This design comes from an exercise in tuning for small area on the open sky130 flow, not from production work.
Function was checked by simulation only, so behaviour that the tests miss may differ from the original.
Power is estimated from default activity; no workload was simulated.

File: flow/flow/invopt.py
#!/usr/bin/env python3
"""Remove inverters around full adders in a Yosys-written gate netlist.

A full adder is self-dual: FA(~a, ~b, ~c) = (~sum, ~cout). The script strips
every inverter, chooses for each full adder whether it runs on true or on
complemented values so that as few nets as possible need a complement, then
puts back one inverter per net whose complement some pin needs. Registers and
every other cell stay as they are, so the netlist does the same as before.

usage: invopt.py IN.v OUT.v
"""
import random
import re
import sys
from collections import defaultdict

INV_RE = re.compile(r"sky130_fd_sc_hd__(inv|clkinv)_\d+$")
FA_RE = re.compile(r"sky130_fd_sc_hd__fa_\d+$")
OUT_PINS = {"X", "Y", "Q", "Q_N", "SUM", "COUT", "HI", "LO"}
FA_IN = ("A", "B", "CIN")
FA_OUT = ("SUM", "COUT")

src = open(sys.argv[1]).read()
m = re.search(r"\bmodule\s+(\S+)\s*\((.*?)\);", src, re.S)
body_start = m.end()
body_end = src.rindex("endmodule")
header = src[:body_start]
body = src[body_start:body_end]

cell_re = re.compile(r"^(\s*)(sky130_fd_sc_hd__\w+)\s+(\S+)\s*\((.*?)\);[ \t]*$", re.S | re.M)
pin_re = re.compile(r"\.(\w+)\(\s*(.*?)\s*\)\s*(?:,|$)", re.S)


def norm(n):
    return n.replace(" ", "")


cells = {}
order = []
other = []
pos = 0
for cm in cell_re.finditer(body):
    other.append(body[pos:cm.start()])
    pos = cm.end()
    typ, name, pins = cm.group(2), cm.group(3), cm.group(4)
    cells[name] = [typ, {p: norm(n) for p, n in pin_re.findall(pins)}]
    order.append(name)
    other.append(None)
other.append(body[pos:])

# nets read by assign statements or that are ports: keep their values exactly
fixed = set()
for piece in other:
    if piece is None:
        continue
    for am in re.finditer(r"assign\s+(.*?)\s*=\s*(.*?);", piece, re.S):
        for side in am.groups():
            for tok in re.findall(r"(\\\S+|[A-Za-z_][\w$]*(?:\s*\[\d+(?::\d+)?\])?)", side):
                fixed.add(norm(tok))
for p in re.findall(r"\b(?:input|output|inout)\b[^;]*?(\\\S+|\w+)\s*;", body):
    fixed.add(p)


def is_fixed(n):
    return n in fixed or re.sub(r"\[\d+\]$", "", n) in fixed


drv = {}
for name, (typ, pm) in cells.items():
    for p, n in pm.items():
        if p in OUT_PINS:
            drv[n] = (name, p)


def root(n):
    """(root net, parity) through any chain of inverters."""
    par = 0
    seen = set()
    while True:
        d = drv.get(n)
        if d is None or not INV_RE.match(cells[d[0]][0]) or d[0] in seen:
            return n, par
        seen.add(d[0])
        n = cells[d[0]][1]["A"]
        par ^= 1


inv_cells = [c for c, (t, _) in cells.items() if INV_RE.match(t)]
# every load pin of a non-inverter cell, and every fixed net, as (root, parity)
pins = []          # (cell or None, pin, root, parity)
for name, (typ, pm) in cells.items():
    if INV_RE.match(typ):
        continue
    for p, n in pm.items():
        if p in OUT_PINS or n.startswith("1'"):
            continue
        r, par = root(n)
        pins.append((name, p, r, par))
fixed_drv = []     # fixed nets driven by inverters: keep a driver for them
for c in inv_cells:
    y = cells[c][1]["Y"]
    if is_fixed(y):
        r, par = root(y)
        pins.append((None, y, r, par))

fas = [c for c, (t, _) in cells.items() if FA_RE.match(t)]
fa_idx = {c: i for i, c in enumerate(fas)}
src_fa = {}        # root net -> fa index driving it
for c in fas:
    for p in FA_OUT:
        src_fa[cells[c][1][p]] = fa_idx[c]

pol = [0] * len(fas)
need = defaultdict(int)      # root -> number of pins that need its complement
by_fa = defaultdict(list)    # fa index -> pin indices it affects


def req(i):
    c, p, r, par = pins[i]
    v = par
    if c is not None and c in fa_idx and p in FA_IN:
        v ^= pol[fa_idx[c]]
    if r in src_fa:
        v ^= pol[src_fa[r]]
    return v


for i, (c, p, r, par) in enumerate(pins):
    if c is not None and c in fa_idx and p in FA_IN:
        by_fa[fa_idx[c]].append(i)
    if r in src_fa:
        by_fa[src_fa[r]].append(i)
    need[r] += req(i)


def cost():
    return sum(1 for r, k in need.items() if k > 0)


def delta(f):
    """Change in cost if full adder f flips."""
    d = defaultdict(int)
    for i in by_fa[f]:
        c, p, r, par = pins[i]
        # a pin touched twice (FA output feeding the same FA) flips twice
        d[r] += 1 - 2 * req(i)
    dc = 0
    for r, k in d.items():
        # pins counted twice in by_fa contribute twice, which nets out below
        old = need[r]
        new = old + k
        dc += (new > 0) - (old > 0)
    return dc, d


def apply(f, d):
    for i in by_fa[f]:
        pass
    for r, k in d.items():
        need[r] += k
    pol[f] ^= 1


# pins that appear twice in by_fa[f] (an FA output looping into the same FA)
# would be counted twice by delta; those do not occur in adder trees, but guard
for f, lst in by_fa.items():
    if len(lst) != len(set(lst)):
        by_fa[f] = list(dict.fromkeys(lst))
        for i in set(lst):
            c, p, r, par = pins[i]
            if (c is not None and c in fa_idx and fa_idx[c] == f and p in FA_IN
                    and r in src_fa and src_fa[r] == f):
                by_fa[f].remove(i)     # its requirement does not change

start = cost()
best = start
best_pol = list(pol)
import math
rng = random.Random(1)
cur = start
T0, T1, SW = 2.0, 0.05, 400
for sweep in range(SW):
    temp = T0 * (T1 / T0) ** (sweep / (SW - 1))
    idx = list(range(len(fas)))
    rng.shuffle(idx)
    for f in idx:
        dc, d = delta(f)
        if dc <= 0 or rng.random() < math.exp(-dc / temp):
            apply(f, d)
            cur += dc
            if cur < best:
                best = cur
                best_pol = list(pol)
pol[:] = best_pol
need.clear()
for i in range(len(pins)):
    need[pins[i][2]] += req(i)
sys.stderr.write(f"invopt: {len(inv_cells)} inverters before, {cost()} after, {sum(pol)} of {len(fas)} adders flipped\n")

# ---- rebuild --------------------------------------------------------------------
for c in inv_cells:
    del cells[c]
uid = [0]


def fresh(tag):
    uid[0] += 1
    return f"_invopt_{tag}{uid[0]}_"


# flipped adders drive new nets carrying the complement of the old root nets
flipped_out = {}   # root -> new net driven by a flipped adder (carries ~root)
for f, c in enumerate(fas):
    if pol[f]:
        for p in FA_OUT:
            r = cells[c][1][p]
            nn = fresh("n")
            cells[c][1][p] = nn
            flipped_out[r] = nn
new_cells = []
t_made = set()
c_made = {}


def add_cell(typ, a, y):
    name = fresh("i")
    cells[name] = [typ, {"A": a, "X" if "buf" in typ else "Y": y}]
    new_cells.append(name)


def T(r):
    """A net carrying the root's own value."""
    if r in flipped_out and r not in t_made:
        add_cell("sky130_fd_sc_hd__inv_1", flipped_out[r], r)
        t_made.add(r)
    return r


def C(r):
    """A net carrying the root's complement."""
    if r in flipped_out:
        return flipped_out[r]
    if r not in c_made:
        nn = fresh("n")
        add_cell("sky130_fd_sc_hd__inv_1", r, nn)
        c_made[r] = nn
    return c_made[r]


for i, (c, p, r, par) in enumerate(pins):
    if c is None:
        # fixed net p must carry root ^ par
        if r in flipped_out:
            add_cell("sky130_fd_sc_hd__buf_1" if par else "sky130_fd_sc_hd__inv_1", flipped_out[r], p)
        else:
            add_cell("sky130_fd_sc_hd__inv_1" if par else "sky130_fd_sc_hd__buf_1", r, p)
        continue
    want = par
    if c in fa_idx and p in FA_IN:
        want ^= pol[fa_idx[c]]
    cells[c][1][p] = C(r) if want else T(r)
order.extend(new_cells)

new_wires = sorted({n for _, pm in cells.values() for n in pm.values() if n.startswith("_invopt")})
res = [header, "\n"] + [f"  wire {w};\n" for w in new_wires]
oi = 0
emitted = set()


def emit(name):
    typ, pm = cells[name]
    pstr = ",\n".join(f"    .{p}({n}{' ' if n.startswith(chr(92)) else ''})" for p, n in pm.items())
    return f"  {typ} {name} (\n{pstr}\n  );"


for piece in other:
    if piece is not None:
        res.append(piece)
    else:
        name = order[oi]
        oi += 1
        if name in cells:
            res.append(emit(name))
            emitted.add(name)
for name in order:
    if name in cells and name not in emitted:
        res.append(emit(name) + "\n")
res.append(src[body_end:])
open(sys.argv[2], "w").write("".join(res))
File: flow/standard.sh
#!/bin/bash
# synth_recipe.tcl (not shown) runs the flow's synth.tcl, then flattens the netlist and writes it again
# the make line also repeats each setting of config.mk as NAME=value (left out here)
make -C /OpenROAD-flow-scripts/flow DESIGN_CONFIG=/design/flow/config.mk WORK_HOME=/design/flow/orfs CLKGATE_MAP_FILE= SYNTH_SCRIPT=/design/flow/synth_recipe.tcl "${@:-finish}"
File: flow/constraint.sdc
create_clock -name core_clock -period 11.0 [get_ports {aclk}]
set_input_delay 2.2000 -clock core_clock [delete_from_list [all_inputs] [get_ports {aclk}]]
set_output_delay 2.2000 -clock core_clock [all_outputs]
set_load 0.01 [all_outputs]
File: flow/config.mk
export PLATFORM = sky130hd
export DESIGN_NAME = running_mean_stddev
export DESIGN_NICKNAME = running_mean_stddev
export VERILOG_FILES = /design/flow/design.v
export SDC_FILE = /design/flow/constraint.sdc
export NUM_CORES = 4
export LEC_CHECK = 0
export CAP_MARGIN = 20
export CORE_MARGIN = 2
export CORE_UTILIZATION = 40
export SLEW_MARGIN = 20
File: flow/flow/run.sh
#!/bin/bash
# The standard layout (standard.sh) with three changes:
#  - after the standard synthesis, flow/invopt.py removes inverters around the
#    full adders (a full adder is self-dual; registers and other cells stay);
#  - each port's buffer is the smallest buffer cell (every port still gets its
#    own buffer);
#  - clock tree synthesis inserts no dummy loads.
# Logs here: synth_make.log, invopt.log, flow_make.log; each tool's full log
# is under orfs/logs/.
set -euo pipefail
RES="$PWD/orfs/results/$FLOW_PLATFORM/running_mean_stddev/base"
bash standard.sh "$RES/1_2_yosys.v" > synth_make.log 2>&1
cp "$RES/1_2_yosys.v" "$RES/1_2_yosys.std.v"
python3 flow/invopt.py "$RES/1_2_yosys.std.v" "$RES/1_2_yosys.opt.v" > invopt.log 2>&1
cp "$RES/1_2_yosys.opt.v" "$RES/1_2_yosys.v"
export BUFFER_PORTS_ARGS="-buffer_cell sky130_fd_sc_hd__buf_1"
export CTS_ARGS="-sink_clustering_enable -repair_clock_nets -dont_use_dummy_load -buf_list sky130_fd_sc_hd__clkbuf_8 -sink_clustering_size 18 -sink_clustering_max_diameter 60"
bash standard.sh finish > flow_make.log 2>&1
File: flow/design.v
package rms_pkg;
    localparam int CNT_W  = 17;
    localparam int SUM_W  = 32;
    localparam int SQ_W   = 47;
endpackage
module running_mean_stddev #(
    parameter int MAX_COUNT   = 65536,
    parameter int FRAC_BITS   = 16
) (
    input  logic        aclk,
    input  logic        aresetn,
    input  logic        s_axis_tvalid,
    output logic        s_axis_tready,
    input  logic [15:0] s_axis_tdata,    
    input  logic        s_axis_tlast,
    output logic        m_axis_tvalid,
    input  logic        m_axis_tready,
    output logic [87:0] m_axis_tdata,    
    input  logic        psel,
    input  logic        penable,
    input  logic        pwrite,
    input  logic [1:0]  paddr,
    input  logic [31:0] pwdata,
    output logic [31:0] prdata,
    output logic        pready
);
    logic [16:0]        cnt;
    logic [31:0]        sum;
    logic [46:0]        sq;
    logic               ovf;
    logic               mode;
    logic               busy, valid;
    logic               accept, go, take;
    logic signed [15:0] xg;
    logic [2:0]         pc, pc_n;          
    logic [16:0]        cnt_n;
    logic [31:0]        sum_n;
    logic [46:0]        sq_n;
    logic               ovf_n;
    assign pready = 1'b1;
    assign prdata = {31'd0, mode};
    assign s_axis_tready = ~(s_axis_tlast & (busy | valid));
    assign accept = s_axis_tvalid & s_axis_tready;
    assign go     = accept & s_axis_tlast;
    assign take   = accept & ~cnt[16];
    assign xg     = take ? s_axis_tdata : 16'd0;
    rms_add #(.W(17)) u_cnt (.a(cnt), .b(17'd0), .ci(take), .s(cnt_n), .co());
    logic        sum_c16, sum_up, sum_dn;
    logic [15:0] sum_p1, sum_p0;
    rms_add #(.W(16)) u_sum (.a(sum[15:0]), .b(xg), .ci(1'b0), .s(sum_n[15:0]), .co(sum_c16));
    assign sum_up = sum_c16 & ~xg[15];
    assign sum_dn = ~sum_c16 & xg[15];
    assign sum_p1[0] = 1'b1;
    assign sum_p0[0] = 1'b1;
    for (genvar k = 1; k < 16; k++) begin : g_sum_hi
        assign sum_p1[k] = sum_p1[k-1] & sum[15+k];
        assign sum_p0[k] = sum_p0[k-1] & ~sum[15+k];
    end
    assign sum_n[31:16] = sum[31:16] ^ (({16{sum_up}} & sum_p1) | ({16{sum_dn}} & sum_p0));
    rms_sqacc u_sqacc (
        .a(xg), .sq(sq), .pc(pc), .sq_n(sq_n), .pc_n(pc_n)
    );
    assign ovf_n  = ovf | (accept & cnt[16]);
    always_ff @(posedge aclk) begin
        if (!aresetn || go) begin
            cnt <= '0;
            sum <= '0;
            sq  <= '0;
            pc  <= '0;
            ovf <= 1'b0;
        end else begin
            cnt <= cnt_n;
            sum <= sum_n;
            sq  <= sq_n;
            pc  <= pc_n;
            ovf <= ovf_n;
        end
    end
    always_ff @(posedge aclk) begin
        if (!aresetn) mode <= 1'b0;
        else if (psel && penable && pwrite && paddr == 2'd0) mode <= pwdata[0];
    end
    logic [7:0]  t, t_n;
    logic [16:0] N;
    logic        OVF, NEG;
    logic [15:0] RM;         
    logic [31:0] MB;         
    logic [63:0] X;          
    logic [33:0] R;
    logic [33:0] DR;         
    logic        brw, seen, mreg;
    logic [2:0]  PC;
    logic        qc;
    rms_add #(.W(8)) u_t (.a(t), .b(8'd0), .ci(1'b1), .s(t_n), .co());
    logic ph0, pY, pQ, pM, pD, pDiv, pSq, sqB, fin, tlastdiv;
    assign ph0  = busy & (t[7:6] == 2'b00);
    assign pY   = ph0 & ~t[5];
    assign pD   = ph0 & t[5] & (t[4:0] >= 5'd15);
    assign pQ   = ph0 & ~pD;
    assign pM   = busy & (t[7:5] == 3'b010);
    assign pDiv = busy & (t[7:6] == 2'b01);
    assign pSq  = busy & (t[7:6] == 2'b10);
    assign sqB  = t[0];
    assign tlastdiv = (t[5:0] == 6'd63);
    assign fin  = busy & (t == 8'd191);
    logic [31:0] mp_in;
    logic        m_eff;
    logic [16:0] nm_in;
    assign mp_in = sum_n ^ {32{sum_n[31]}};
    assign m_eff = mode & (cnt != 17'd0);
    assign nm_in = m_eff ? (cnt[16] ? 17'h0FFFF : cnt) : cnt_n;
    logic [31:0] mp;
    logic        s_nx, seen_nx, m_nx;
    assign mp      = {RM, MB[31:16]};
    assign s_nx    = mp[t_n[4:0]] ^ NEG;
    assign seen_nx = seen | mreg;
    assign m_nx    = s_nx ^ (NEG & seen_nx);
    logic inj, qb;
    assign inj  = (t == 8'd11 && PC[0]) || (t == 8'd22 && PC[1]) || (t == 8'd32 && PC[2]);
    assign qb   = X[0] ^ inj ^ qc;
    logic        bm, cmp;
    logic [33:0] bb, sa, rn;
    logic        ca, ge;
    logic [31:0] ya;
    assign bm  = mreg & pY;
    assign bb  = ph0 ? {2'b00, (bm ? mp : 32'd0)} : ~DR;
    rms_adds #(.W(34), .L(19)) u_sa (.a(R), .b(bb), .ci(ph0 ? (bm & NEG) : 1'b1),
                                     .s(sa), .co(ca));
    assign ya  = sa[31:0];
    assign ge  = ca;
    assign cmp = ge && !(pSq && !sqB);
    assign rn  = cmp ? sa : R;
    logic [15:0] xa_a;
    logic        xa_m;
    logic [16:0] r2m, ab_a, ab_b, xa;
    logic        gem;
    assign xa_a = pQ ? X[62:47] : DR[32:17];
    assign xa_m = pQ ? qb : DR[0];
    assign r2m  = {RM, MB[31]};
    assign ab_a = ph0 ? {1'b0, xa_a} : r2m;
    assign ab_b = ph0 ? (xa_m ? N : 17'd0) : ~N;
    rms_add #(.W(17)) u_xa (.a(ab_a), .b(ab_b), .ci(~ph0), .s(xa), .co(gem));
    logic xbit, ybit, abit, brw_n;
    assign xbit  = pQ ? xa[0] : X[47];
    assign ybit  = ya[0];
    assign abit  = xbit ^ ybit ^ brw;
    assign brw_n = (~xbit & (ybit | brw)) | (ybit & brw);
    always_ff @(posedge aclk) begin
        if (!aresetn) begin
            busy  <= 1'b0;
            valid <= 1'b0;
        end else begin
            if (go) busy <= 1'b1;
            else if (fin) busy <= 1'b0;
            if (fin) valid <= 1'b1;
            else if (m_axis_tready) valid <= 1'b0;
        end
    end
    always_ff @(posedge aclk) begin
        if (go) t <= '0;
        else t <= t_n;
    end
    always_ff @(posedge aclk) begin
        if (go) begin
            N   <= cnt_n;
            OVF <= ovf_n;
            NEG <= sum_n[31];
            PC  <= pc_n;
        end
    end
    always_ff @(posedge aclk) begin
        if (go) begin
            RM <= mp_in[31:16];
            MB <= {mp_in[15:0], (sum_n[31] & ~cnt[16]) ? ~cnt[15:0] : 16'd0};
        end else if (pM) begin
            RM <= gem ? xa[15:0] : r2m[15:0];
            MB <= {MB[30:0], gem ^ NEG};
        end
    end
    always_ff @(posedge aclk) begin
        if (go) begin
            seen <= 1'b0;
            mreg <= sum_n[0];
            brw  <= 1'b0;
            qc   <= 1'b0;
        end else if (ph0) begin
            qc <= (X[0] & inj) | (qc & (X[0] ^ inj));
            if (pY) begin
                seen <= seen_nx;
                mreg <= m_nx;
            end
            brw <= brw_n;
        end
    end
    always_ff @(posedge aclk) begin
        if (go) X <= {17'd0, sq_n};
        else if (pQ) X <= {1'b0, xa[16:1], pY & abit, X[46:1]};
        else if (pD) X <= {X[0], X[63:48], pY & abit, X[46:1]};
        else X <= {X[62:15], ge, X[13:0], X[63]};
    end
    always_ff @(posedge aclk) begin
        if (go) R <= '0;
        else if (ph0) R <= {1'b0, abit & ~pY, sa[32:2], (t[5:0] == 6'd63) ? X[15] : sa[1]};
        else if (pDiv && tlastdiv) R <= '0;
        else R <= {rn[32:0], X[13]};
    end
    always_ff @(posedge aclk) begin
        if (go) DR <= {17'd0, nm_in};
        else if (pD) DR <= {1'b0, xa, DR[16:1]};
        else if (pDiv && tlastdiv) DR <= 34'd1;
        else if (pSq && sqB) DR[33:2] <= {DR[32:2], ge};
    end
    assign m_axis_tvalid = valid;
    assign m_axis_tdata  = {5'd0,
                            OVF ? 2'd2 : (N[16:1] == 16'd0 ? 2'd1 : 2'd0),
                            N, DR[33:2], MB};
endmodule
module rms_add #(
    parameter int W = 8
) (
    input  logic [W-1:0] a,
    input  logic [W-1:0] b,
    input  logic         ci,
    output logic [W-1:0] s,
    output logic         co
);
    logic [W:0] c;
    assign c[0] = ci;
    for (genvar i = 0; i < W; i++) begin : g_bit
        assign s[i]   = a[i] ^ b[i] ^ c[i];
        assign c[i+1] = (a[i] & b[i]) | (c[i] & (a[i] ^ b[i]));
    end
    assign co = c[W];
endmodule
module rms_adds #(
    parameter int W = 32,
    parameter int L = 16
) (
    input  logic [W-1:0] a,
    input  logic [W-1:0] b,
    input  logic         ci,
    output logic [W-1:0] s,
    output logic         co
);
    logic         c_lo, co0;
    logic [W-L-1:0] u0;
    rms_add #(.W(L)) u_lo (.a(a[L-1:0]), .b(b[L-1:0]), .ci(ci), .s(s[L-1:0]), .co(c_lo));
    rms_add #(.W(W-L)) u_hi (.a(a[W-1:L]), .b(b[W-1:L]), .ci(1'b0), .s(u0), .co(co0));
    assign s[W-1:L] = u0 + {{(W-L-1){1'b0}}, c_lo};
    assign co = co0 | (c_lo & (&u0));
endmodule
module rms_sqacc (
    input  logic [15:0]   a,
    input  logic [46:0]   sq,
    input  logic [2:0]    pc,
    output logic [46:0]   sq_n,
    output logic [2:0]    pc_n
);
    wire l1 = (a[0]);
    wire l2 = (a[1]);
    wire l3 = (a[2]);
    wire l4 = (a[3]);
    wire l5 = (a[4]);
    wire l6 = (a[5]);
    wire l7 = (a[6]);
    wire l8 = (a[7]);
    wire l9 = (a[8]);
    wire l10 = (a[9]);
    wire l11 = (a[10]);
    wire l12 = (a[11]);
    wire l13 = (a[12]);
    wire l14 = (a[13]);
    wire l15 = (a[14]);
    wire l16 = (a[15]);
    wire l17 = (a[0] & a[1]);
    wire l18 = (a[0] & a[2]);
    wire l19 = (a[0] & a[3]);
    wire l20 = (a[0] & a[4]);
    wire l21 = (a[0] & a[5]);
    wire l22 = (a[0] & a[6]);
    wire l23 = (a[0] & a[7]);
    wire l24 = (a[0] & a[8]);
    wire l25 = (a[0] & a[9]);
    wire l26 = (a[0] & a[10]);
    wire l27 = (a[0] & a[11]);
    wire l28 = (a[0] & a[12]);
    wire l29 = (a[0] & a[13]);
    wire l30 = (a[0] & a[14]);
    wire l31 = (a[1] & a[2]);
    wire l32 = (a[1] & a[3]);
    wire l33 = (a[1] & a[4]);
    wire l34 = (a[1] & a[5]);
    wire l35 = (a[1] & a[6]);
    wire l36 = (a[1] & a[7]);
    wire l37 = (a[1] & a[8]);
    wire l38 = (a[1] & a[9]);
    wire l39 = (a[1] & a[10]);
    wire l40 = (a[1] & a[11]);
    wire l41 = (a[1] & a[12]);
    wire l42 = (a[1] & a[13]);
    wire l43 = (a[1] & a[14]);
    wire l44 = (a[2] & a[3]);
    wire l45 = (a[2] & a[4]);
    wire l46 = (a[2] & a[5]);
    wire l47 = (a[2] & a[6]);
    wire l48 = (a[2] & a[7]);
    wire l49 = (a[2] & a[8]);
    wire l50 = (a[2] & a[9]);
    wire l51 = (a[2] & a[10]);
    wire l52 = (a[2] & a[11]);
    wire l53 = (a[2] & a[12]);
    wire l54 = (a[2] & a[13]);
    wire l55 = (a[2] & a[14]);
    wire l56 = (a[3] & a[4]);
    wire l57 = (a[3] & a[5]);
    wire l58 = (a[3] & a[6]);
    wire l59 = (a[3] & a[7]);
    wire l60 = (a[3] & a[8]);
    wire l61 = (a[3] & a[9]);
    wire l62 = (a[3] & a[10]);
    wire l63 = (a[3] & a[11]);
    wire l64 = (a[3] & a[12]);
    wire l65 = (a[3] & a[13]);
    wire l66 = (a[3] & a[14]);
    wire l67 = (a[4] & a[5]);
    wire l68 = (a[4] & a[6]);
    wire l69 = (a[4] & a[7]);
    wire l70 = (a[4] & a[8]);
    wire l71 = (a[4] & a[9]);
    wire l72 = (a[4] & a[10]);
    wire l73 = (a[4] & a[11]);
    wire l74 = (a[4] & a[12]);
    wire l75 = (a[4] & a[13]);
    wire l76 = (a[4] & a[14]);
    wire l77 = (a[5] & a[6]);
    wire l78 = (a[5] & a[7]);
    wire l79 = (a[5] & a[8]);
    wire l80 = (a[5] & a[9]);
    wire l81 = (a[5] & a[10]);
    wire l82 = (a[5] & a[11]);
    wire l83 = (a[5] & a[12]);
    wire l84 = (a[5] & a[13]);
    wire l85 = (a[5] & a[14]);
    wire l86 = (a[6] & a[7]);
    wire l87 = (a[6] & a[8]);
    wire l88 = (a[6] & a[9]);
    wire l89 = (a[6] & a[10]);
    wire l90 = (a[6] & a[11]);
    wire l91 = (a[6] & a[12]);
    wire l92 = (a[6] & a[13]);
    wire l93 = (a[6] & a[14]);
    wire l94 = (a[7] & a[8]);
    wire l95 = (a[7] & a[9]);
    wire l96 = (a[7] & a[10]);
    wire l97 = (a[7] & a[11]);
    wire l98 = (a[7] & a[12]);
    wire l99 = (a[7] & a[13]);
    wire l100 = (a[7] & a[14]);
    wire l101 = (a[8] & a[9]);
    wire l102 = (a[8] & a[10]);
    wire l103 = (a[8] & a[11]);
    wire l104 = (a[8] & a[12]);
    wire l105 = (a[8] & a[13]);
    wire l106 = (a[8] & a[14]);
    wire l107 = (a[9] & a[10]);
    wire l108 = (a[9] & a[11]);
    wire l109 = (a[9] & a[12]);
    wire l110 = (a[9] & a[13]);
    wire l111 = (a[9] & a[14]);
    wire l112 = (a[10] & a[11]);
    wire l113 = (a[10] & a[12]);
    wire l114 = (a[10] & a[13]);
    wire l115 = (a[10] & a[14]);
    wire l116 = (a[11] & a[12]);
    wire l117 = (a[11] & a[13]);
    wire l118 = (a[11] & a[14]);
    wire l119 = (a[12] & a[13]);
    wire l120 = (a[12] & a[14]);
    wire l121 = (a[13] & a[14]);
    wire l122 = (~(a[15] & a[0]));
    wire l123 = (~(a[15] & a[1]));
    wire l124 = (~(a[15] & a[2]));
    wire l125 = (~(a[15] & a[3]));
    wire l126 = (~(a[15] & a[4]));
    wire l127 = (~(a[15] & a[5]));
    wire l128 = (~(a[15] & a[6]));
    wire l129 = (~(a[15] & a[7]));
    wire l130 = (~(a[15] & a[8]));
    wire l131 = (~(a[15] & a[9]));
    wire l132 = (~(a[15] & a[10]));
    wire l133 = (~(a[15] & a[11]));
    wire l134 = (~(a[15] & a[12]));
    wire l135 = (~(a[15] & a[13]));
    wire l136 = (~(a[15] & a[14]));
    wire s137 = sq[16] ^ l9 ^ l43;
    wire c138 = (sq[16] & l9) | (l43 & (sq[16] ^ l9));
    wire s139 = sq[10] ^ l6;
    wire c140 = sq[10] & l6;
    wire s141 = sq[11] ^ l26;
    wire c142 = sq[11] & l26;
    wire s143 = sq[12] ^ l7 ^ l27;
    wire c144 = (sq[12] & l7) | (l27 & (sq[12] ^ l7));
    wire s145 = l39 ^ l50;
    wire c146 = l39 & l50;
    wire s147 = sq[13] ^ l28 ^ l40;
    wire c148 = (sq[13] & l28) | (l40 & (sq[13] ^ l28));
    wire s149 = l51 ^ l61;
    wire c150 = l51 & l61;
    wire s151 = sq[14] ^ l8 ^ l29;
    wire c152 = (sq[14] & l8) | (l29 & (sq[14] ^ l8));
    wire s153 = l41 ^ l52 ^ l62;
    wire c154 = (l41 & l52) | (l62 & (l41 ^ l52));
    wire s155 = l71 ^ l79;
    wire c156 = l71 & l79;
    wire s157 = sq[15] ^ l30 ^ l42;
    wire c158 = (sq[15] & l30) | (l42 & (sq[15] ^ l30));
    wire s159 = l53 ^ l63 ^ l72;
    wire c160 = (l53 & l63) | (l72 & (l53 ^ l63));
    wire s161 = l80 ^ l87;
    wire c162 = l80 & l87;
    wire s163 = s137 ^ l54 ^ l64;
    wire c164 = (s137 & l54) | (l64 & (s137 ^ l54));
    wire s165 = l73 ^ l81 ^ l88;
    wire c166 = (l73 & l81) | (l88 & (l73 ^ l81));
    wire s167 = l94 ^ l122 ^ 1'b1;
    wire c168 = (l94 & l122) | (1'b1 & (l94 ^ l122));
    wire s169 = sq[17] ^ l55 ^ l65;
    wire c170 = (sq[17] & l55) | (l65 & (sq[17] ^ l55));
    wire s171 = l74 ^ l82 ^ l89;
    wire c172 = (l74 & l82) | (l89 & (l74 ^ l82));
    wire s173 = l95 ^ l123 ^ c138;
    wire c174 = (l95 & l123) | (c138 & (l95 ^ l123));
    wire s175 = sq[18] ^ l10 ^ l66;
    wire c176 = (sq[18] & l10) | (l66 & (sq[18] ^ l10));
    wire s177 = l75 ^ l83 ^ l90;
    wire c178 = (l75 & l83) | (l90 & (l75 ^ l83));
    wire s179 = l96 ^ l101 ^ l124;
    wire c180 = (l96 & l101) | (l124 & (l96 ^ l101));
    wire s181 = sq[19] ^ l76 ^ l84;
    wire c182 = (sq[19] & l76) | (l84 & (sq[19] ^ l76));
    wire s183 = l91 ^ l97 ^ l102;
    wire c184 = (l91 & l97) | (l102 & (l91 ^ l97));
    wire s185 = sq[20] ^ l11 ^ l85;
    wire c186 = (sq[20] & l11) | (l85 & (sq[20] ^ l11));
    wire s187 = l92 ^ l98 ^ l103;
    wire c188 = (l92 & l98) | (l103 & (l92 ^ l98));
    wire s189 = sq[21] ^ l93 ^ l99;
    wire c190 = (sq[21] & l93) | (l99 & (sq[21] ^ l93));
    wire s191 = sq[22] ^ l12 ^ l100;
    wire c192 = (sq[22] & l12) | (l100 & (sq[22] ^ l12));
    wire s193 = sq[6] ^ l4;
    wire c194 = sq[6] & l4;
    wire s195 = sq[7] ^ l22;
    wire c196 = sq[7] & l22;
    wire s197 = sq[8] ^ l5 ^ l23;
    wire c198 = (sq[8] & l5) | (l23 & (sq[8] ^ l5));
    wire s199 = l35 ^ l46;
    wire c200 = l35 & l46;
    wire s201 = sq[9] ^ l24 ^ l36;
    wire c202 = (sq[9] & l24) | (l36 & (sq[9] ^ l24));
    wire s203 = l47 ^ l57;
    wire c204 = l47 & l57;
    wire s205 = s139 ^ l25 ^ l37;
    wire c206 = (s139 & l25) | (l37 & (s139 ^ l25));
    wire s207 = l48 ^ l58 ^ l67;
    wire c208 = (l48 & l58) | (l67 & (l48 ^ l58));
    wire s209 = s141 ^ l38 ^ l49;
    wire c210 = (s141 & l38) | (l49 & (s141 ^ l38));
    wire s211 = l59 ^ l68 ^ c140;
    wire c212 = (l59 & l68) | (c140 & (l59 ^ l68));
    wire s213 = s143 ^ s145 ^ l60;
    wire c214 = (s143 & s145) | (l60 & (s143 ^ s145));
    wire s215 = l69 ^ l77 ^ c142;
    wire c216 = (l69 & l77) | (c142 & (l69 ^ l77));
    wire s217 = s147 ^ s149 ^ l70;
    wire c218 = (s147 & s149) | (l70 & (s147 ^ s149));
    wire s219 = l78 ^ c144 ^ c146;
    wire c220 = (l78 & c144) | (c146 & (l78 ^ c144));
    wire s221 = s151 ^ s153 ^ s155;
    wire c222 = (s151 & s153) | (s155 & (s151 ^ s153));
    wire s223 = l86 ^ c148 ^ c150;
    wire c224 = (l86 & c148) | (c150 & (l86 ^ c148));
    wire s225 = s157 ^ s159 ^ s161;
    wire c226 = (s157 & s159) | (s161 & (s157 ^ s159));
    wire s227 = c152 ^ c154 ^ c156;
    wire c228 = (c152 & c154) | (c156 & (c152 ^ c154));
    wire s229 = s163 ^ s165 ^ s167;
    wire c230 = (s163 & s165) | (s167 & (s163 ^ s165));
    wire s231 = c158 ^ c160 ^ c162;
    wire c232 = (c158 & c160) | (c162 & (c158 ^ c160));
    wire s233 = s169 ^ s171 ^ s173;
    wire c234 = (s169 & s171) | (s173 & (s169 ^ s171));
    wire s235 = c164 ^ c166 ^ c168;
    wire c236 = (c164 & c166) | (c168 & (c164 ^ c166));
    wire s237 = s175 ^ s177 ^ s179;
    wire c238 = (s175 & s177) | (s179 & (s175 ^ s177));
    wire s239 = c170 ^ c172 ^ c174;
    wire c240 = (c170 & c172) | (c174 & (c170 ^ c172));
    wire s241 = s181 ^ s183 ^ l125;
    wire c242 = (s181 & s183) | (l125 & (s181 ^ s183));
    wire s243 = c176 ^ c178 ^ c180;
    wire c244 = (c176 & c178) | (c180 & (c176 ^ c178));
    wire s245 = s185 ^ s187 ^ l107;
    wire c246 = (s185 & s187) | (l107 & (s185 ^ s187));
    wire s247 = l126 ^ c182 ^ c184;
    wire c248 = (l126 & c182) | (c184 & (l126 ^ c182));
    wire s249 = s189 ^ l104 ^ l108;
    wire c250 = (s189 & l104) | (l108 & (s189 ^ l104));
    wire s251 = l127 ^ c186 ^ c188;
    wire c252 = (l127 & c186) | (c188 & (l127 ^ c186));
    wire s253 = s191 ^ l105 ^ l109;
    wire c254 = (s191 & l105) | (l109 & (s191 ^ l105));
    wire s255 = l112 ^ l128 ^ c190;
    wire c256 = (l112 & l128) | (c190 & (l112 ^ l128));
    wire s257 = sq[23] ^ l106 ^ l110;
    wire c258 = (sq[23] & l106) | (l110 & (sq[23] ^ l106));
    wire s259 = l113 ^ l129 ^ c192;
    wire c260 = (l113 & l129) | (c192 & (l113 ^ l129));
    wire s261 = sq[24] ^ l13 ^ l111;
    wire c262 = (sq[24] & l13) | (l111 & (sq[24] ^ l13));
    wire s263 = l114 ^ l116 ^ l130;
    wire c264 = (l114 & l116) | (l130 & (l114 ^ l116));
    wire s265 = sq[25] ^ l115 ^ l117;
    wire c266 = (sq[25] & l115) | (l117 & (sq[25] ^ l115));
    wire s267 = sq[26] ^ l14 ^ l118;
    wire c268 = (sq[26] & l14) | (l118 & (sq[26] ^ l14));
    wire s269 = sq[4] ^ l3;
    wire c270 = sq[4] & l3;
    wire s271 = sq[5] ^ l20;
    wire c272 = sq[5] & l20;
    wire s273 = s193 ^ l21 ^ l33;
    wire c274 = (s193 & l21) | (l33 & (s193 ^ l21));
    wire s275 = s195 ^ l34 ^ l45;
    wire c276 = (s195 & l34) | (l45 & (s195 ^ l34));
    wire s277 = s197 ^ s199 ^ l56;
    wire c278 = (s197 & s199) | (l56 & (s197 ^ s199));
    wire s279 = s201 ^ s203 ^ c198;
    wire c280 = (s201 & s203) | (c198 & (s201 ^ s203));
    wire s281 = s205 ^ s207 ^ c202;
    wire c282 = (s205 & s207) | (c202 & (s205 ^ s207));
    wire s283 = s209 ^ s211 ^ c206;
    wire c284 = (s209 & s211) | (c206 & (s209 ^ s211));
    wire s285 = s213 ^ s215 ^ c210;
    wire c286 = (s213 & s215) | (c210 & (s213 ^ s215));
    wire s287 = s217 ^ s219 ^ c214;
    wire c288 = (s217 & s219) | (c214 & (s217 ^ s219));
    wire s289 = s221 ^ s223 ^ c218;
    wire c290 = (s221 & s223) | (c218 & (s221 ^ s223));
    wire s291 = s225 ^ s227 ^ c222;
    wire c292 = (s225 & s227) | (c222 & (s225 ^ s227));
    wire s293 = s229 ^ s231 ^ c226;
    wire c294 = (s229 & s231) | (c226 & (s229 ^ s231));
    wire s295 = s233 ^ s235 ^ c230;
    wire c296 = (s233 & s235) | (c230 & (s233 ^ s235));
    wire s297 = s237 ^ s239 ^ c234;
    wire c298 = (s237 & s239) | (c234 & (s237 ^ s239));
    wire s299 = s241 ^ s243 ^ c238;
    wire c300 = (s241 & s243) | (c238 & (s241 ^ s243));
    wire s301 = s245 ^ s247 ^ c242;
    wire c302 = (s245 & s247) | (c242 & (s245 ^ s247));
    wire s303 = s249 ^ s251 ^ c246;
    wire c304 = (s249 & s251) | (c246 & (s249 ^ s251));
    wire s305 = s253 ^ s255 ^ c250;
    wire c306 = (s253 & s255) | (c250 & (s253 ^ s255));
    wire s307 = s257 ^ s259 ^ c254;
    wire c308 = (s257 & s259) | (c254 & (s257 ^ s259));
    wire s309 = s261 ^ s263 ^ c258;
    wire c310 = (s261 & s263) | (c258 & (s261 ^ s263));
    wire s311 = s265 ^ l131 ^ c262;
    wire c312 = (s265 & l131) | (c262 & (s265 ^ l131));
    wire s313 = s267 ^ l119 ^ l132;
    wire c314 = (s267 & l119) | (l132 & (s267 ^ l119));
    wire s315 = sq[27] ^ l120 ^ l133;
    wire c316 = (sq[27] & l120) | (l133 & (sq[27] ^ l120));
    wire s317 = sq[28] ^ l15 ^ l121;
    wire c318 = (sq[28] & l15) | (l121 & (sq[28] ^ l15));
    wire s319 = sq[2] ^ l2;
    wire c320 = sq[2] & l2;
    wire s321 = sq[3] ^ l18;
    wire c322 = sq[3] & l18;
    wire s323 = s269 ^ l19 ^ l31;
    wire c324 = (s269 & l19) | (l31 & (s269 ^ l19));
    wire s325 = s271 ^ l32 ^ c270;
    wire c326 = (s271 & l32) | (c270 & (s271 ^ l32));
    wire s327 = s273 ^ l44 ^ c272;
    wire c328 = (s273 & l44) | (c272 & (s273 ^ l44));
    wire s329 = s275 ^ c194 ^ c274;
    wire c330 = (s275 & c194) | (c274 & (s275 ^ c194));
    wire s331 = s277 ^ c196 ^ c276;
    wire c332 = (s277 & c196) | (c276 & (s277 ^ c196));
    wire s333 = s279 ^ c200 ^ c278;
    wire c334 = (s279 & c200) | (c278 & (s279 ^ c200));
    wire s335 = s281 ^ c204 ^ c280;
    wire c336 = (s281 & c204) | (c280 & (s281 ^ c204));
    wire s337 = s283 ^ c208 ^ c282;
    wire c338 = (s283 & c208) | (c282 & (s283 ^ c208));
    wire s339 = s285 ^ c212 ^ c284;
    wire c340 = (s285 & c212) | (c284 & (s285 ^ c212));
    wire s341 = s287 ^ c216 ^ c286;
    wire c342 = (s287 & c216) | (c286 & (s287 ^ c216));
    wire s343 = s289 ^ c220 ^ c288;
    wire c344 = (s289 & c220) | (c288 & (s289 ^ c220));
    wire s345 = s291 ^ c224 ^ c290;
    wire c346 = (s291 & c224) | (c290 & (s291 ^ c224));
    wire s347 = s293 ^ c228 ^ c292;
    wire c348 = (s293 & c228) | (c292 & (s293 ^ c228));
    wire s349 = s295 ^ c232 ^ c294;
    wire c350 = (s295 & c232) | (c294 & (s295 ^ c232));
    wire s351 = s297 ^ c236 ^ c296;
    wire c352 = (s297 & c236) | (c296 & (s297 ^ c236));
    wire s353 = s299 ^ c240 ^ c298;
    wire c354 = (s299 & c240) | (c298 & (s299 ^ c240));
    wire s355 = s301 ^ c244 ^ c300;
    wire c356 = (s301 & c244) | (c300 & (s301 ^ c244));
    wire s357 = s303 ^ c248 ^ c302;
    wire c358 = (s303 & c248) | (c302 & (s303 ^ c248));
    wire s359 = s305 ^ c252 ^ c304;
    wire c360 = (s305 & c252) | (c304 & (s305 ^ c252));
    wire s361 = s307 ^ c256 ^ c306;
    wire c362 = (s307 & c256) | (c306 & (s307 ^ c256));
    wire s363 = s309 ^ c260 ^ c308;
    wire c364 = (s309 & c260) | (c308 & (s309 ^ c260));
    wire s365 = s311 ^ c264 ^ c310;
    wire c366 = (s311 & c264) | (c310 & (s311 ^ c264));
    wire s367 = s313 ^ c266 ^ c312;
    wire c368 = (s313 & c266) | (c312 & (s313 ^ c266));
    wire s369 = s315 ^ c268 ^ c314;
    wire c370 = (s315 & c268) | (c314 & (s315 ^ c268));
    wire s371 = s317 ^ l134 ^ c316;
    wire c372 = (s317 & l134) | (c316 & (s317 ^ l134));
    wire s373 = sq[29] ^ l135 ^ c318;
    wire c374 = (sq[29] & l135) | (c318 & (sq[29] ^ l135));
    wire s375 = sq[30] ^ l16 ^ l136;
    wire c376 = (sq[30] & l16) | (l136 & (sq[30] ^ l16));
    wire s377 = sq[31] ^ 1'b1;
    wire c378 = sq[31] & 1'b1;
    wire s379 = sq[32] ^ 1'b1;
    wire c380 = sq[32] & 1'b1;
    wire s381 = sq[33] ^ 1'b1;
    wire c382 = sq[33] & 1'b1;
    wire s383 = sq[34] ^ 1'b1;
    wire c384 = sq[34] & 1'b1;
    wire s385 = sq[35] ^ 1'b1;
    wire c386 = sq[35] & 1'b1;
    wire s387 = sq[36] ^ 1'b1;
    wire c388 = sq[36] & 1'b1;
    wire s389 = sq[37] ^ 1'b1;
    wire c390 = sq[37] & 1'b1;
    wire s391 = sq[38] ^ 1'b1;
    wire c392 = sq[38] & 1'b1;
    wire s393 = sq[39] ^ 1'b1;
    wire c394 = sq[39] & 1'b1;
    wire s395 = sq[40] ^ 1'b1;
    wire c396 = sq[40] & 1'b1;
    wire s397 = sq[41] ^ 1'b1;
    wire c398 = sq[41] & 1'b1;
    wire s399 = sq[42] ^ 1'b1;
    wire c400 = sq[42] & 1'b1;
    wire s401 = sq[43] ^ 1'b1;
    wire c402 = sq[43] & 1'b1;
    wire s403 = sq[44] ^ 1'b1;
    wire c404 = sq[44] & 1'b1;
    wire s405 = sq[45] ^ 1'b1;
    wire c406 = sq[45] & 1'b1;
    wire s407 = sq[46] ^ 1'b1;
    wire c408 = sq[46] & 1'b1;
    wire s409 = sq[0] ^ l1;
    wire c410 = sq[0] & l1;
    wire s411 = sq[1] ^ c410;
    wire c412 = sq[1] & c410;
    wire s413 = s319 ^ l17 ^ c412;
    wire c414 = (s319 & l17) | (c412 & (s319 ^ l17));
    wire s415 = s321 ^ c320 ^ c414;
    wire c416 = (s321 & c320) | (c414 & (s321 ^ c320));
    wire s417 = s323 ^ c322 ^ c416;
    wire c418 = (s323 & c322) | (c416 & (s323 ^ c322));
    wire s419 = s325 ^ c324 ^ c418;
    wire c420 = (s325 & c324) | (c418 & (s325 ^ c324));
    wire s421 = s327 ^ c326 ^ c420;
    wire c422 = (s327 & c326) | (c420 & (s327 ^ c326));
    wire s423 = s329 ^ c328 ^ c422;
    wire c424 = (s329 & c328) | (c422 & (s329 ^ c328));
    wire s425 = s331 ^ c330 ^ c424;
    wire c426 = (s331 & c330) | (c424 & (s331 ^ c330));
    wire s427 = s333 ^ c332 ^ c426;
    wire c428 = (s333 & c332) | (c426 & (s333 ^ c332));
    wire s429 = s335 ^ c334 ^ c428;
    wire c430 = (s335 & c334) | (c428 & (s335 ^ c334));
    wire s431 = s337 ^ c336 ^ pc[0];
    wire c432 = (s337 & c336) | (pc[0] & (s337 ^ c336));
    wire s433 = s339 ^ c338 ^ c432;
    wire c434 = (s339 & c338) | (c432 & (s339 ^ c338));
    wire s435 = s341 ^ c340 ^ c434;
    wire c436 = (s341 & c340) | (c434 & (s341 ^ c340));
    wire s437 = s343 ^ c342 ^ c436;
    wire c438 = (s343 & c342) | (c436 & (s343 ^ c342));
    wire s439 = s345 ^ c344 ^ c438;
    wire c440 = (s345 & c344) | (c438 & (s345 ^ c344));
    wire s441 = s347 ^ c346 ^ c440;
    wire c442 = (s347 & c346) | (c440 & (s347 ^ c346));
    wire s443 = s349 ^ c348 ^ c442;
    wire c444 = (s349 & c348) | (c442 & (s349 ^ c348));
    wire s445 = s351 ^ c350 ^ c444;
    wire c446 = (s351 & c350) | (c444 & (s351 ^ c350));
    wire s447 = s353 ^ c352 ^ c446;
    wire c448 = (s353 & c352) | (c446 & (s353 ^ c352));
    wire s449 = s355 ^ c354 ^ c448;
    wire c450 = (s355 & c354) | (c448 & (s355 ^ c354));
    wire s451 = s357 ^ c356 ^ c450;
    wire c452 = (s357 & c356) | (c450 & (s357 ^ c356));
    wire s453 = s359 ^ c358 ^ pc[1];
    wire c454 = (s359 & c358) | (pc[1] & (s359 ^ c358));
    wire s455 = s361 ^ c360 ^ c454;
    wire c456 = (s361 & c360) | (c454 & (s361 ^ c360));
    wire s457 = s363 ^ c362 ^ c456;
    wire c458 = (s363 & c362) | (c456 & (s363 ^ c362));
    wire s459 = s365 ^ c364 ^ c458;
    wire c460 = (s365 & c364) | (c458 & (s365 ^ c364));
    wire s461 = s367 ^ c366 ^ c460;
    wire c462 = (s367 & c366) | (c460 & (s367 ^ c366));
    wire s463 = s369 ^ c368 ^ c462;
    wire c464 = (s369 & c368) | (c462 & (s369 ^ c368));
    wire s465 = s371 ^ c370 ^ c464;
    wire c466 = (s371 & c370) | (c464 & (s371 ^ c370));
    wire s467 = s373 ^ c372 ^ c466;
    wire c468 = (s373 & c372) | (c466 & (s373 ^ c372));
    wire s469 = s375 ^ c374 ^ c468;
    wire c470 = (s375 & c374) | (c468 & (s375 ^ c374));
    wire s471 = s377 ^ c376 ^ c470;
    wire c472 = (s377 & c376) | (c470 & (s377 ^ c376));
    wire s473 = s379 ^ c378 ^ pc[2];
    wire c474 = (s379 & c378) | (pc[2] & (s379 ^ c378));
    wire s475 = s381 ^ c380 ^ c474;
    wire c476 = (s381 & c380) | (c474 & (s381 ^ c380));
    wire s477 = s383 ^ c382 ^ c476;
    wire c478 = (s383 & c382) | (c476 & (s383 ^ c382));
    wire s479 = s385 ^ c384 ^ c478;
    wire c480 = (s385 & c384) | (c478 & (s385 ^ c384));
    wire s481 = s387 ^ c386 ^ c480;
    wire c482 = (s387 & c386) | (c480 & (s387 ^ c386));
    wire s483 = s389 ^ c388 ^ c482;
    wire c484 = (s389 & c388) | (c482 & (s389 ^ c388));
    wire s485 = s391 ^ c390 ^ c484;
    wire c486 = (s391 & c390) | (c484 & (s391 ^ c390));
    wire s487 = s393 ^ c392 ^ c486;
    wire c488 = (s393 & c392) | (c486 & (s393 ^ c392));
    wire s489 = s395 ^ c394 ^ c488;
    wire c490 = (s395 & c394) | (c488 & (s395 ^ c394));
    wire s491 = s397 ^ c396 ^ c490;
    wire c492 = (s397 & c396) | (c490 & (s397 ^ c396));
    wire s493 = s399 ^ c398 ^ c492;
    wire c494 = (s399 & c398) | (c492 & (s399 ^ c398));
    wire s495 = s401 ^ c400 ^ c494;
    wire c496 = (s401 & c400) | (c494 & (s401 ^ c400));
    wire s497 = s403 ^ c402 ^ c496;
    wire c498 = (s403 & c402) | (c496 & (s403 ^ c402));
    wire s499 = s405 ^ c404 ^ c498;
    wire c500 = (s405 & c404) | (c498 & (s405 ^ c404));
    wire s501 = s407 ^ c406 ^ c500;
    wire c502 = (s407 & c406) | (c500 & (s407 ^ c406));
    assign sq_n[0] = s409;
    assign sq_n[1] = s411;
    assign sq_n[2] = s413;
    assign sq_n[3] = s415;
    assign sq_n[4] = s417;
    assign sq_n[5] = s419;
    assign sq_n[6] = s421;
    assign sq_n[7] = s423;
    assign sq_n[8] = s425;
    assign sq_n[9] = s427;
    assign sq_n[10] = s429;
    assign sq_n[11] = s431;
    assign sq_n[12] = s433;
    assign sq_n[13] = s435;
    assign sq_n[14] = s437;
    assign sq_n[15] = s439;
    assign sq_n[16] = s441;
    assign sq_n[17] = s443;
    assign sq_n[18] = s445;
    assign sq_n[19] = s447;
    assign sq_n[20] = s449;
    assign sq_n[21] = s451;
    assign sq_n[22] = s453;
    assign sq_n[23] = s455;
    assign sq_n[24] = s457;
    assign sq_n[25] = s459;
    assign sq_n[26] = s461;
    assign sq_n[27] = s463;
    assign sq_n[28] = s465;
    assign sq_n[29] = s467;
    assign sq_n[30] = s469;
    assign sq_n[31] = s471;
    assign sq_n[32] = s473;
    assign sq_n[33] = s475;
    assign sq_n[34] = s477;
    assign sq_n[35] = s479;
    assign sq_n[36] = s481;
    assign sq_n[37] = s483;
    assign sq_n[38] = s485;
    assign sq_n[39] = s487;
    assign sq_n[40] = s489;
    assign sq_n[41] = s491;
    assign sq_n[42] = s493;
    assign sq_n[43] = s495;
    assign sq_n[44] = s497;
    assign sq_n[45] = s499;
    assign sq_n[46] = s501;
    assign pc_n[0] = c430;
    assign pc_n[1] = c452;
    assign pc_n[2] = c472;
endmodule
==> results.txt, run 1 <==
status - finished clean
most frequent cells in the layout - nand2_1, dfxtp_1, fa_1
Slowest Stage Delay on Critical Path - 0.44 ns
Final ANT Viol Nets - 0
P per Cell Area - 221.5 nW/µm²
R2R Setup Slk - 0.39 ns
TritonCTS buffer count - 34
Worst Max-Slew Pin Slew - 1.158 ns
Setup CP Type - in -> reg
WP data arrival - 10.90 ns
clock root buffer - clkbuf_8
Clk Latency, worst-skew pair - 0.63 ns
Initial DRC Count - 1,243
Fmax - 94.02 MHz
WL/cell - 20.11 µm
crit end category - flop
syn_area_per_cell - 9.679 µm²
Final Power - 4.869 mW
DIE WIDTH - 230.6 µm
gr ovfl total - 0
Worst Skew - 0.08820 ns
CTS tree - done
Final Util - 0.4311
Longest Clk Path Bufs - 3
total core area - 50,990 µm²
Worst Hold Class - reg -> reg
Max Slew Vio Count - 0
post-layout instance area - 21,980 µm²
via count - 15,490
hold path cells - 2
chip height - 230.6 µm
layout cells sized above 1 - 0.06537
Final Non-Filler Cells - 2,838
GP Congestion - 0.8617
antenna violations before repair - 1
hpwl dp - 41,210 µm
CTS H-tree lvls - 2
CP required - 11.26 ns
Tcrit/Tclk final - 0.9669
Initial DRT Pass Iterations - 5
worst hold start - X[6]
vias in the first global route - 15,860
most frequent CP cell - fa_1
Static Leakage - 9.686 nW
total track usage - 0.2199
Port Buf Inserts - 112
maximum vdd drop - 182.0 µV
Mapped Area - 20,540 µm²
I/O Pins - 181
largest net degree at the start of global routing - 161
Max-slew headroom - 0.2282
WHS Endpoint - X[7]
critical path's slowest cell - fa_1
area grow syn2layout - 7.030%
CP Launch Type - input pin
row cnt - 83
Ys Warns - 1
Final setup viols - 0
Detailed Route WL - 57,090 µm
CTS clk-pin slew, worst paths - 0.07 ns
Inst Count DP - 2,800
Die Area - 53,180 µm²
via/cell ratio - 5.459
R2R Path End - R[13]
Initial Utilization - 0.4028
number of cells on the worst reg-to-reg path - 34
Mapped Cells - 2,122
# clock sinks - 317
first-pass GRT wire length - 91,350 µm
DR DRC count - 0
placed cell area - 21,450 µm²
Crit Path Max Fanout - 6
Max-Cap Viols - 0
most common cell after layout, fill and taps aside - nand2_1
Final Critical Period - 10.64 ns
nets - 2,480
r2r startpoint - t[6]
Fin. Hold Viols - 0
state kept, by name (all words and copies together) (netlist names), 8 cells and up:
name / flops
MB: 32
cnt: 17
t: 8
R: 34
N: 17
sum: 32
RM: 16
DR: 34
sq: 47
X: 64
routing by layer:
metal  wire length, µm  track usage  vias up
met5                 0            0        -
met4              1541      0.07480        0
met3              3715      0.03224       96
met2             26420       0.3480      493
met1             25410       0.3089     7806
li1                  -            -     7099
report_power, final:
group          internal, mW  switching, mW
Combinational          1.13           1.33
Clock                 0.277          0.416
Sequential             1.51          0.211
Total                  2.91           1.96
worst max path at each step:
stage | start | end | slack (ns) | depth (start not counted)
after floorplan | s_axis_tlast | MB[26] | 0.002 | 30
after global placement | s_axis_tlast | RM[13] | -0.38 | 30
after detailed placement | s_axis_tlast | RM[13] | -0.46 | 30
after CTS | s_axis_tlast | RM[13] | 0.13 | 30
after global routing | s_axis_tlast | RM[13] | -0.007 | 31
final | s_axis_tlast | RM[13] | 0.36 | 31
area by class of cell:
type	count	area, µm²
antenna	1	2.502
clock buffer	34	467.9
fill	4921	29010
inverter	128	484.2
multi-input combinational	1501	11980
sequential	317	7227
tap	680	850.8
timing repair buffer	177	975.9
critical path: cells and delay by family:
| kind | cells | cell delay [ns] |
|---|---|---|
| adders and majority gates | 17 | 6.50 |
| and+or+nand+nor | 5 | 0.96 |
| buffers and inverters | 4 | 0.50 |
| xor gates and xnor gates | 2 | 0.43 |
| AOI/OAI and AO/OA | 3 | 0.30 |
what timing repair did:
item / CTS / global route
hold buffers: 0 / 0
gates resized for setup: 0 / 4
setup buffers: 0 / 2
endpoints found under the setup margin: 0 / 61
per-stage QoR:
step                hold WS, ns  setup WS [ns]   TNS [ns]
CTS                      0.4580         0.1349          0
floorplan                0.4343       0.002153          0
finish                   0.4420         0.3644          0
global placement         0.4448        -0.3823     -13.77
detailed placement       0.4553        -0.4589     -17.98
global route             0.4887      -0.006871  -0.006871
==> run 2: changes to the inputs <==
==> flow/flow/run.sh (replaced) <==
#!/bin/bash
# The standard layout (standard.sh) with these changes:
#  - after the standard synthesis, flow/invopt.py removes inverters around the
#    full adders (a full adder is self-dual; registers and other cells stay);
#  - each port's buffer is the smallest buffer cell (every port still gets its
#    own buffer);
#  - the constant outputs share one tie cell per value (no tie fanout repair);
#  - clock tree synthesis inserts no dummy loads and uses clkbuf_8 with
#    clusters of at most 18 sinks.
# Logs here: synth_make.log, invopt.log, flow_make.log; each tool's full log
# is under orfs/logs/.
set -euo pipefail
RES="$PWD/orfs/results/$FLOW_PLATFORM/running_mean_stddev/base"
bash standard.sh "$RES/1_2_yosys.v" > synth_make.log 2>&1
cp "$RES/1_2_yosys.v" "$RES/1_2_yosys.std.v"
python3 flow/invopt.py "$RES/1_2_yosys.std.v" "$RES/1_2_yosys.opt.v" > invopt.log 2>&1
cp "$RES/1_2_yosys.opt.v" "$RES/1_2_yosys.v"
export SKIP_REPAIR_TIE_FANOUT=1
export BUFFER_PORTS_ARGS="-buffer_cell sky130_fd_sc_hd__buf_1"
export CTS_ARGS="-sink_clustering_enable -repair_clock_nets -dont_use_dummy_load -buf_list sky130_fd_sc_hd__clkbuf_8 -sink_clustering_size 18 -sink_clustering_max_diameter 60"
bash standard.sh finish > flow_make.log 2>&1
==> run 2 against run 1 <==
Count of clock-buffer cells in the layout decreased by 3. Synthesized cell count unchanged. Fmax decreased by 0.12%. Hold slack got worse by 0.028 ns. Combinational power about the same. Final cell count decreased by 1.4%. Critical path type unchanged. Highest routed layer unchanged.
==> results.txt, run 2 <==
Inst Count DP - 2,765
antenna violations before repair - 0
gr ovfl total - 0
Worst Hold Class - reg -> reg
Max-slew headroom - 0.2829
hold path cells - 2
Worst Max-Slew Pin Slew - 1.076 ns
Port Buf Inserts - 112
R2R Setup Slk - 0.43 ns
Worst Skew - 0.1138 ns
syn_area_per_cell - 9.679 µm²
DR DRC count - 0
hpwl dp - 41,090 µm
R2R Path End - R[28]
Fin. Hold Viols - 0
Mapped Area - 20,540 µm²
first-pass GRT wire length - 90,820 µm
Mapped Cells - 2,122
CTS H-tree lvls - 1
P per Cell Area - 222.1 nW/µm²
Seq pwr share - 0.355
row cnt - 83
crit end category - flop
nets - 2,440
RSZ-0062 raised after global routing - no
CTS tree - done
Psw - 1.954 mW
Crit Path Max Fanout - 4
I/O Pins - 181
CP Launch Type - input pin
top flop regs - X x64, sq x47
CP required - 11.32 ns
Gate power share - 0.511
Final Non-Filler Cells - 2,798
Setup CP Type - in -> reg
Detailed Route WL - 56,630 µm
Ys Warns - 1
Initial DRC Count - 1,327
Final setup viols - 0
switching part of the total power - 0.4035
TritonCTS buffer count - 31
Fmax - 93.91 MHz
vias in the first global route - 15,720
Slowest Stage Delay on Critical Path - 0.47 ns
number of cells on the worst reg-to-reg path - 34
clock share of power - 0.134
P_int - 2.888 mW
Final Power - 4.841 mW
most frequent CP cell - fa_1
WL/cell - 20.24 µm
chip height - 230.6 µm
Static Leakage - 9.545 nW
Fill cells - 4,926
area grow syn2layout - 6.110%
most frequent cells in the layout - nand2_1, dfxtp_1, fa_1
CP Depth - 30
CP delay by family, top - adder cells
most common cell after layout, fill and taps aside - nand2_1
WHS Endpoint - X[5]
Max Slew Vio Count - 0
via count - 15,520
Die Area - 53,180 µm²
Final Util - 0.4274
largest net degree at the start of global routing - 95
r2r startpoint - t[6]
Clk Latency, worst-skew pair - 0.69 ns
max reg flops - 64
# clock sinks - 317
Final ANT Viol Nets - 0
via/cell ratio - 5.548
total core area - 50,990 µm²
DIE WIDTH - 230.6 µm
GP Congestion - 0.8542
maximum vdd drop - 202.5 µV
Longest Clk Path Bufs - 3
Initial Utilization - 0.4028
clock root buffer - clkbuf_8
WP data arrival - 10.97 ns
status - finished clean
CTS clk-pin slew, worst paths - 0.10 ns
Min Hold Slack - 0.4144 ns
Reg with most FFs - X
worst hold start - X[6]
critical path's slowest cell - fa_1
layout cells sized above 1 - 0.06377
total track usage - 0.2156
Buf+Inv Stages, Crit Path - 3
Max-Cap Viols - 0
Tcrit/Tclk final - 0.9680
Initial DRT Pass Iterations - 7
Final Critical Period - 10.65 ns
## run 2: worst max path at each step
stage                 start  endpoint  slack, ns
2_1_floorplan  s_axis_tlast    MB[26]      0.002
5_1_grt        s_axis_tlast     MB[2]       0.04
4_1_cts        s_axis_tlast    RM[11]       0.27
3_3_place_gp   s_axis_tlast    MB[27]      -0.29
6_report       s_axis_tlast     RM[5]       0.35
3_5_place_dp   s_axis_tlast    MB[26]      -0.39
## run 2: metal layers
layer | global-route usage | part of all wire
met2 | 0.3521 | 0.47
met1 | 0.3044 | 0.44
met5 | 0 | 0
met3 | 0.02754 | 0.066
met4 | 0.05242 | 0.026
## run 2: layout make-up
class | instances | area, µm² | share of cell area
multi-input cells | 1466 | 11840 | 0.5433
inverters | 128 | 484.2 | 0.02222
clock buffers | 31 | 426.7 | 0.01958
well taps | 680 | 850.8 | 0.03904
flip-flops and latches | 317 | 7227 | 0.3316
repair buffers | 175 | 962.2 | 0.04415
diodes | 1 | 2.502 | 0.0001148
## run 2: what timing repair did
item,CTS,global route
buffers inserted,0,0
resized for setup,0,2
hold buffers,0,0
endpoints found under the setup margin,0,21
## run 2: per-stage QoR
stage | TNS (ns) | instance area (µm²) | setup slack (ns)
2_1_floorplan | 0 | 20570 | 0.002153
3_3_place_gp | -11.39 | 21320 | -0.2941
4_1_cts | 0 | 21750 | 0.2745
6_report | 0 | 21790 | 0.3519
5_1_grt | 0 | 21790 | 0.04044
3_5_place_dp | -16.19 | 21320 | -0.3895
## run 2: power groups by stage
stage	combinational, mW	clock [mW]	sequential (mW)
finish	2.47	0.651	1.72
global route	2.82	0.707	1.75
CTS	2.47	0.670	1.72
detailed placement	2.45	0	1.74
global placement	2.37	0	1.74
floorplan	1.86	0	1.67
## run 2: worst reg2reg max path: cells and delay by family, from the launching register on
| kind | cells | cell delay (ns) |
|---|---|---|
| AO/OA/AOI/OAI | 3 | 0.30 |
| buffers and inverters | 5 | 0.82 |
| adder cells (fa/ha/maj) | 19 | 7.81 |
| flip-flops | 1 | 0.42 |
| AND/OR/NAND/NOR | 6 | 0.76 |
| multiplexers | 1 | 0.22 |
==> run 3: changes to the inputs <==
--- a/flow/flow/run.sh
+++ b/flow/flow/run.sh
@@ -17,5 +17,5 @@
 cp "$RES/1_2_yosys.opt.v" "$RES/1_2_yosys.v"
 export SKIP_REPAIR_TIE_FANOUT=1
 export BUFFER_PORTS_ARGS="-buffer_cell sky130_fd_sc_hd__buf_1"
-export CTS_ARGS="-sink_clustering_enable -repair_clock_nets -dont_use_dummy_load -buf_list sky130_fd_sc_hd__clkbuf_8 -sink_clustering_size 18 -sink_clustering_max_diameter 60"
+export CTS_ARGS="-sink_clustering_enable -repair_clock_nets -dont_use_dummy_load -buf_list sky130_fd_sc_hd__clkbuf_4 -sink_clustering_size 10 -sink_clustering_max_diameter 40"
 bash standard.sh finish > flow_make.log 2>&1
==> run 3 against run 2 <==
Still clean. Via count grew 0.65%. Final cell count is 0.93% higher. Non-clock buffer count is the same. Synthesized cell count unchanged. Setup slack improved by 0.080 ns. Critical path depth stayed put. Fmax is 0.76% higher. Count of clock-buffer cells in the layout is 25 higher. Clock power about the same. Sequential power is essentially flat. Clock skew is 0.012 ns higher. Largest power group unchanged. Highest routed layer is now met5.
==> results.txt, run 3 <==
count of hold-fix buffers inserted at cts - 0
most common cell after layout, fill and taps aside - nand2_1
nets - 2,465
row cnt - 83
Seq pwr share - 0.355
Static Leakage - 9.580 nW
GP Congestion - 0.8542
DR DRC count - 0
Initial DRT Pass Iterations - 5
Longest Clk Path Bufs - 3
Psw - 1.972 mW
syn_area_per_cell - 9.679 µm²
most frequent cells in the layout - nand2_1, dfxtp_1, fa_1
via count - 15,630
Detailed Route WL - 57,040 µm
CTS H-tree lvls - 2
Setup CP Type - reg -> reg
Initial DRC Count - 1,244
Worst Hold Class - reg -> reg
CTS clk-pin slew, worst paths - 0.11 ns
I/O Pins - 181
chip height - 230.6 µm
total track usage - 0.2179
DIE WIDTH - 230.6 µm
switching part of the total power - 0.4074
status - finished clean
Slowest Stage Delay on Critical Path - 0.53 ns
largest net degree at the start of global routing - 95
CP required - 11.58 ns
Buf+Inv Stages, Crit Path - 3
Die Area - 53,180 µm²
Tcrit/Tclk final - 0.9607
Fmax - 94.63 MHz
setup TNS - 0 ns
Max-Cap Viols - 0
WL/cell - 20.20 µm
hpwl dp - 41,090 µm
critical path's slowest cell - a221oi_1
CP Launch Type - flop
clock root buffer - clkbuf_4
pre-CTS setup slack - -0.3895 ns
Fin. Hold Viols - 0
Final setup viols - 0
top flop regs - X x64, sq x47
antenna violations before repair - 2
Port Buf Inserts - 112
# clock sinks - 317
total core area - 50,990 µm²
Final ANT Viol Nets - 0
Worst Skew - 0.1259 ns
Reg with most FFs - X
most frequent CP cell - fa_1
gr ovfl total - 0
clock share of power - 0.134
Mapped Cells - 2,122
Initial Utilization - 0.4028
Setup WS post-layout - 0.4323 ns
Max-slew headroom - 0.2852
vias in the first global route - 15,920
WP data arrival - 11.15 ns
Clk Latency, worst-skew pair - 0.85 ns
first-pass GRT wire length - 90,910 µm
via/cell ratio - 5.533
Mapped Area - 20,540 µm²
Gate power share - 0.511
Ys Warns - 1
layout cells sized above 1 - 0.07423
crit end category - flop
CTS tree - done
TritonCTS buffer count - 56
CP delay by family, top - adder cells
P per Cell Area - 222.2 nW/µm²
maximum vdd drop - 203.4 µV
Crit Path Max Fanout - 27
P_int - 2.869 mW
Final Critical Period - 10.57 ns
area grow syn2layout - 6.079%
Worst Max-Slew Pin Slew - 1.072 ns
RSZ-0062 raised after global routing - no
Max Slew Vio Count - 0
max reg flops - 64
==> run 3: tightest hold or removal path, stage by stage (launching register included) <==
cell and delay [ns]:
dfxtp_1 0.31, nand2_1 0.06, a31oi_1 0.07
==> run 3: final cells by class <==
cell class                 instances  area [µm²]
antenna                            2       5.005
clock buffer                      56       420.4
fill                            4908       29200
inverter                         128       484.2
multi-input combinational       1466       11840
sequential                       317        7227
tap                              680       850.8
timing repair buffer             175       962.2
==> run 3: final timing paths <==
path,start,end,slack [ns],depth (start not counted)
worst min register to register,X[30],X[29],0.44,2
worst min-delay path,X[30],X[29],0.44,2
worst max-delay path,t[7],DR[2],0.43,30
worst max register to register,t[7],DR[2],0.43,30
==> run 3: power groups by stage <==
stage	clock network, mW	registers, mW	logic (mW)
2_1_floorplan	0	1.67	1.86
3_3_place_gp	0	1.74	2.37
3_5_place_dp	0	1.74	2.45
4_1_cts	0.673	1.72	2.47
5_1_grt	0.712	1.76	2.82
6_report	0.650	1.72	2.47
==> run 3: timing repair <==
| item | 4_1_cts | 5_1_grt |
|---|---|---|
| endpoints found under the setup margin | 0 | 33 |
| buffers inserted | 0 | 0 |
| resized for setup | 0 | 1 |
==> run 3: through the flow <==
| step | hold WS [ns] | instances | util | power [mW] | cell area [µm²] |
|---|---|---|---|---|---|
| finish | 0.4350 | 2824 | 0.4273 | 4.841 | 21790 |
| global route | 0.4719 | 2823 | 0.4273 | 5.291 | 21790 |
| CTS | 0.4391 | 2821 | 0.4264 | 4.863 | 21740 |
| detailed placement | 0.4477 | 2765 | 0.4182 | 4.195 | 21320 |
| global placement | 0.4437 | 2765 | 0.4182 | 4.108 | 21320 |
| floorplan | 0.4343 | 2122 | - | 3.534 | 20570 |
==> run 3: layer usage <==
| layer | track usage | part of all wire |
|---|---|---|
| met1 | 0.2979 | 0.44 |
| met2 | 0.3492 | 0.47 |
| met3 | 0.04064 | 0.064 |
| met4 | 0.07137 | 0.031 |
| met5 | 0 | 0.00019 |

afterwards: timing with drivers on the ports:
In the flow no input, the clock included, has a driving cell. The finished layouts below were timed again as built, in two steps.
Step 1: set_driving_cell puts a clkbuf_16 on aclk and a buf_2 on each other input, an assumption about the parent block.
Step 2, shift: input delay + t, output delay - t, t = (earliest + latest rising clock arrival at the registers) / 2. This alone moves slack from input paths to output paths.
Three values: no drivers, after step 1, after step 2; two values: the first two.
| run | t (ns) | setup slack, ns | worst hold slack (ns) | worst setup path at the end | clock arrival spread, ns |
|---|---|---|---|---|---|
| run 1 | 0.629 | 0.364 / 0.388 / -0.241 | 0.442 / 0.442 / 0.442 | input to register | 0.089 / 0.089 |
| run 2 | 0.686 | 0.352 / 0.382 / -0.304 | 0.414 / 0.414 / 0.414 | input to register | 0.113 / 0.113 |
| run 3 | 0.843 | 0.432 / 0.432 / -0.359 | 0.435 / 0.435 / 0.435 | input to register | 0.129 / 0.129 |
Met with ideal ports but missed after step 2: setup timing in every run listed. For run 3, which loses most, drivers alone change the setup slack by 0.000 ns; drivers and shift together by -0.791 ns.
